What follows belongs to an exercise in optimizing a design on an open flow for small area, a short achievable clock period and few clock cycles per item; a production flow would make more cautious choices. RTL that was checked went through simulation tests only; none was proved equivalent to the original.

== v6 ==
Design fp_alu_seq, start of the top module:
module fp_alu_seq #(
   parameter int EXP_W = 8,
   parameter int MAN_W = 23
) (
   input  logic                   clk,
   input  logic                   rst,
   input  logic                   in_valid,
   output logic                   in_ready,
   input  logic [2:0]             op,
   input  logic [EXP_W+MAN_W:0]   a,
   input  logic [EXP_W+MAN_W:0]   b,
   output logic                   out_valid,
   input  logic                   out_ready,
   output logic [EXP_W+MAN_W:0]   result,
   output logic [3:0]             flags
);
Settings: LEC_CHECK=0, ABC_AREA=1, ABC_CLOCK_PERIOD_IN_PS=5000, CAP_MARGIN=20, CORE_MARGIN=2, CORE_UTILIZATION=40, SETUP_SLACK_MARGIN=5, SLEW_MARGIN=20; clock period 11.0 ns.
standard.sh (not shown) runs the stock make flow with config.mk's settings and CLKGATE_MAP_FILE= SYNTH_SCRIPT=/design/flow/synth_recipe.tcl, a recipe that flattens the netlist after the stock synthesis.
==> flow/flow/run.sh <==
#!/bin/bash
# Own flow: the standard layout (standard.sh), except that synthesis runs without
# the full/half-adder extraction (ADDER_MAP_FILE empty), so that ABC maps the adders
# itself. Registers, floorplan, power grid, placement, CTS and routing are the standard ones.
set -euo pipefail
bash standard.sh ADDER_MAP_FILE= synth > synth.log 2>&1
bash standard.sh finish > layout.log 2>&1
Testbench counts of v6, summed over its fixed seeds: cycles 3,617, items 3,000.
[inputs] v7 vs v6
--- a/flow/design.v
+++ b/flow/design.v
@@ -23,34 +23,36 @@
    logic [31:0] a0, b0;
    logic        v1, add1, mul1, div1, s1;
    logic [9:0]  e1;
    logic [26:0] xa1;
    logic [27:0] xb1;
    logic        xc1;
    logic        sp1, spn1, spi1, sps1, nv1, dz1;
    logic        v2, div2, s2, z2;
    logic [9:0]  e2;
    logic [22:0] f2;
    logic        sp2, spn2, spi2, sps2, nv2, dz2;
+   logic        v3;
+   logic [31:0] res3;
+   logic [3:0]  fl3;
    logic        dbusy;
    logic [2:0]  dcnt;
    logic [26:0] dws, dwc;
    logic [24:0] dq, dqm;
    logic [23:0] dd;
    logic        hv;           
    logic [26:0] hws, hwc;
    logic [24:0] hq;
    logic adv, adv0, accept, consume, dfree, start_in, start_r0, div0, dfin, dstep;
    assign div0     = (op0 == OP_DIV);
-   assign out_valid = v2 && (!div2 || hv);
-   assign adv      = !v2 || (out_ready && (!div2 || hv));
+   assign adv      = !(v3 && !out_ready) && !(v2 && div2 && !hv);
    assign consume  = v2 && div2 && adv;
    assign dfin     = dbusy && (dcnt == 3'd1) && (!hv || consume);
    assign dstep    = dbusy && ((dcnt > 3'd1) || dfin);
    assign dfree    = !dbusy || dfin;
    assign start_r0 = v0 && div0 && !st0 && dfree;
    assign adv0     = adv && (!div0 || (st0 && ({1'b0, dcnt} <= 4'(2 + XST))));
    assign in_ready = !v0 || adv0;
    assign accept   = in_valid && in_ready;
    assign start_in = accept && (op == OP_DIV) && dfree;
    logic       sa, sb, sb_eff, sx;
    logic [7:0] ea, eb;
@@ -225,24 +227,33 @@
          fl_n  = {nv2, dz2, 2'b00};
       end else if (z2) begin
          res_n = 32'd0;
       end else if (ovf) begin
          res_n = {s2, 8'hFF, 23'd0};
          fl_n  = 4'b0010;
       end else if (unf) begin
          res_n = {s2, 31'd0};
          fl_n  = 4'b0001;
       end
    end
-   assign result    = res_n;
-   assign flags     = fl_n;
+   always_ff @(posedge clk) begin
+      if (rst) v3 <= 1'b0;
+      else if (!(v3 && !out_ready)) v3 <= adv && v2;
+      if (adv && v2) begin
+         res3 <= res_n;
+         fl3  <= fl_n;
+      end
+   end
+   assign out_valid = v3;
+   assign result    = res3;
+   assign flags     = fl3;
    always_ff @(posedge clk) begin
       if (rst) v0 <= 1'b0;
       else if (!v0 || adv0) v0 <= accept;
       if (accept) begin
          a0  <= a;
          b0  <= b;
          op0 <= op;
          st0 <= start_in;
       end else if (start_r0) begin
          st0 <= 1'b1;
       end
==> comparison <==
Note that the critical path depth recorded for v7 amounts to 2.1 times the value seen in v6.
Taking v6 as the reference, in v7 final cell area excluding filler cells lower; slew at the pin closest to its max-slew limit higher; synthesized-area fraction occupied by xor and xnor cells lower; die area higher.
As far as clock insertion delay at the later pin of the skew report is concerned, v6 and v7 perform about the same.
Cmp v7 vs v6: setup slack higher in v7
The RTL of v7 was laid out without a check of its function.


## run 1
fp_alu_seq, a different RTL version from the one above (not shown whole).
Size in the first run: ~7500 cells after synthesis, ~530 flip-flops, roughly 110 I/O pins, ~50000 um^2 of cells after synthesis.
==> flow/config.mk <==
export PLATFORM = sky130hd
export DESIGN_NAME = fp_alu_seq
export DESIGN_NICKNAME = fp_alu_seq
export VERILOG_FILES = /design/flow/design.v
export SDC_FILE = /design/flow/constraint.sdc
export NUM_CORES = 4
export LEC_CHECK = 0
export ABC_AREA = 1
export CAP_MARGIN = 20
export CORE_MARGIN = 2
export CORE_UTILIZATION = 40
export SETUP_SLACK_MARGIN = 4
export SLEW_MARGIN = 20
==> flow/constraint.sdc <==
create_clock -name core_clock -period 11.0 [get_ports {clk}]
set_input_delay 2.2000 -clock core_clock [delete_from_list [all_inputs] [get_ports {clk}]]
set_output_delay 2.2000 -clock core_clock [all_outputs]
set_load 0.01 [all_outputs]
Scripts as last shown in full above: flow/flow/run.sh
Here is what was changed in the inputs of run 2 compared with run 1.
--- a/flow/design.v
+++ b/flow/design.v
@@ -307,29 +307,43 @@
          b0  <= b;
          op0 <= op;
          st0 <= start_in;
       end else if (start_r0) begin
          st0 <= 1'b1;
       end
    end
+   function automatic logic [27:0] sel_thr(input logic [2:0] di);
+      case (di)
+         3'd0:    sel_thr = {7'sd12, 7'sd4, -7'sd4, -7'sd13};
+         3'd1:    sel_thr = {7'sd14, 7'sd4, -7'sd6, -7'sd15};
+         3'd2:    sel_thr = {7'sd15, 7'sd4, -7'sd6, -7'sd16};
+         3'd3:    sel_thr = {7'sd16, 7'sd4, -7'sd6, -7'sd18};
+         3'd4:    sel_thr = {7'sd18, 7'sd6, -7'sd8, -7'sd20};
+         3'd5:    sel_thr = {7'sd20, 7'sd6, -7'sd8, -7'sd20};
+         3'd6:    sel_thr = {7'sd20, 7'sd8, -7'sd8, -7'sd22};
+         default: sel_thr = {7'sd24, 7'sd8, -7'sd8, -7'sd24};
+      endcase
+   endfunction
+   logic [27:0] lthr, dthr;     
    logic [31:0] da_src, db_src;
    logic [26:0] lws, lwc, sws1, swc1, sws2, swc2, sws3, swc3;
    logic [24:0] lq, lqm, sq1, sqm1, sq2, sqm2, sq3, sqm3;
    logic [23:0] ld;
    assign da_src = start_r0 ? a0 : a;
    assign db_src = start_r0 ? b0 : b;
    assign ld     = {1'b1, db_src[22:0]};
+   assign lthr   = sel_thr(db_src[22:20]);
    fp_div_step u_ds0 (.ws({4'b0000, da_src[22:0]} | 27'h0800000), .wc(27'd0),
-                      .q(25'd0), .qm({25{1'b1}}), .d(ld),
+                      .q(25'd0), .qm({25{1'b1}}), .d(ld), .m(lthr),
                       .ws_n(lws), .wc_n(lwc), .q_n(lq), .qm_n(lqm));
-   fp_div_step u_ds1 (.ws(dws), .wc(dwc), .q(dq), .qm(dqm), .d(dd),
+   fp_div_step u_ds1 (.ws(dws), .wc(dwc), .q(dq), .qm(dqm), .d(dd), .m(dthr),
                       .ws_n(sws1), .wc_n(swc1), .q_n(sq1), .qm_n(sqm1));
-   fp_div_step u_ds2 (.ws(sws1), .wc(swc1), .q(sq1), .qm(sqm1), .d(dd),
+   fp_div_step u_ds2 (.ws(sws1), .wc(swc1), .q(sq1), .qm(sqm1), .d(dd), .m(dthr),
                       .ws_n(sws2), .wc_n(swc2), .q_n(sq2), .qm_n(sqm2));
-   fp_div_step u_ds3 (.ws(sws2), .wc(swc2), .q(sq2), .qm(sqm2), .d(dd),
+   fp_div_step u_ds3 (.ws(sws2), .wc(swc2), .q(sq2), .qm(sqm2), .d(dd), .m(dthr),
                       .ws_n(sws3), .wc_n(swc3), .q_n(sq3), .qm_n(sqm3));
    always_ff @(posedge clk) begin
       if (rst) begin
          dbusy <= 1'b0;
          dcnt  <= 3'd0;
          hv    <= 1'b0;
       end else begin
@@ -345,14 +359,15 @@
       end
       if (start_in || start_r0) begin
          dws <= lws;
          dwc <= lwc;
          dq  <= lq;
          dqm <= lqm;
          dd  <= ld;
+         dthr <= lthr;
       end else if (dstep) begin
          dws <= sws3;
          dwc <= swc3;
          dq  <= sq3;
          dqm <= sqm3;
       end
       if (dfin) begin
@@ -365,34 +380,26 @@
 endmodule
 module fp_div_step (
    input  logic [26:0] ws,
    input  logic [26:0] wc,
    input  logic [24:0] q,
    input  logic [24:0] qm,
    input  logic [23:0] d,
+   input  logic [27:0] m,       
    output logic [26:0] ws_n,
    output logic [26:0] wc_n,
    output logic [24:0] q_n,
    output logic [24:0] qm_n
 );
    logic signed [6:0] y, m2, m1, m0, mn1;
    logic        pos, neg, two, one;
    logic [26:0] md, cm, s4, c4;
    always_comb begin
       y = ws[26:20] + wc[26:20];
-      case (d[22:20])
-         3'd0:    begin m2 = 7'sd12; m1 = 7'sd4; m0 = -7'sd4; mn1 = -7'sd13; end
-         3'd1:    begin m2 = 7'sd14; m1 = 7'sd4; m0 = -7'sd6; mn1 = -7'sd15; end
-         3'd2:    begin m2 = 7'sd15; m1 = 7'sd4; m0 = -7'sd6; mn1 = -7'sd16; end
-         3'd3:    begin m2 = 7'sd16; m1 = 7'sd4; m0 = -7'sd6; mn1 = -7'sd18; end
-         3'd4:    begin m2 = 7'sd18; m1 = 7'sd6; m0 = -7'sd8; mn1 = -7'sd20; end
-         3'd5:    begin m2 = 7'sd20; m1 = 7'sd6; m0 = -7'sd8; mn1 = -7'sd20; end
-         3'd6:    begin m2 = 7'sd20; m1 = 7'sd8; m0 = -7'sd8; mn1 = -7'sd22; end
-         default: begin m2 = 7'sd24; m1 = 7'sd8; m0 = -7'sd8; mn1 = -7'sd24; end
-      endcase
+      {m2, m1, m0, mn1} = m;
       pos = (y >= m1);
       neg = (y < m0);
       two = (y >= m2) || (y < mn1);
       one = !two && (pos || neg);
       md  = two ? {d, 3'b000} : one ? {1'b0, d, 2'b00} : 27'd0;
       cm  = pos ? ~md : md;
       s4  = {ws[24:0], 2'b00};
### Flow results
Between run 2 and run 1, it is run 2 whose clock buffer count in the final layout is higher, by 3. | area used by sequential logic in the layout | lower: run 1 |. Run 2 ends up with higher total number of clock tree sinks than run 1 does. The launch point of the worst path comes out dwc[21] in one run and out_ready in the other, namely in run 2 and run 1 respectively. Run 2 reports its critical path class as flip-flop to flip-flop while run 1 reports input port to primary output. Run 2 vs. run 1: worst-margin pin slew higher; global-route met1 utilization dropped 0.17 points; number of synthesized register bits rose by 14. Run 2 against run 1: final critical-path required period saw a decrease, number of nets in the layout saw an increase. Run 1 -> run 2: average size of a mapped cell increased slightly. Any difference in final worst hold slack between run 1 and run 2 is small enough to ignore. Summary: with run 1 as the reference, number of non-clock buffers in run 2 moved down by more than 10%.
No functional check of the RTL was part of any run of this note.

-- re-timing with driven ports --
In the flow no input, the clock included, has a driving cell. The finished layouts below were timed again as built, in two steps. Step 1 assumes that a clkbuf_16 drives the clock port and a buf_2 every other input. Step 2, shift: input delay + t, output delay - t, t = (earliest + latest rising clock arrival at the registers) / 2. This alone moves slack from input paths to output paths. Three values: ideal, step 1, step 2; two values: the first two.
run	shift t [ns]	setup WS [ns]	pins driven straight from the clock port
v6	0.702	4.271 / 4.199 / 4.445	1
v7	0.714	4.581 / 4.581 / 4.478	1
run 1	0.708	4.229 / 4.198 / 3.810	1
run 2	0.722	4.239 / 4.239 / 3.763	1
After both steps setup and hold are still met in every run listed. For run 2, which loses most, drivers alone change the setup slack by 0.000 ns; drivers and shift together by -0.476 ns.
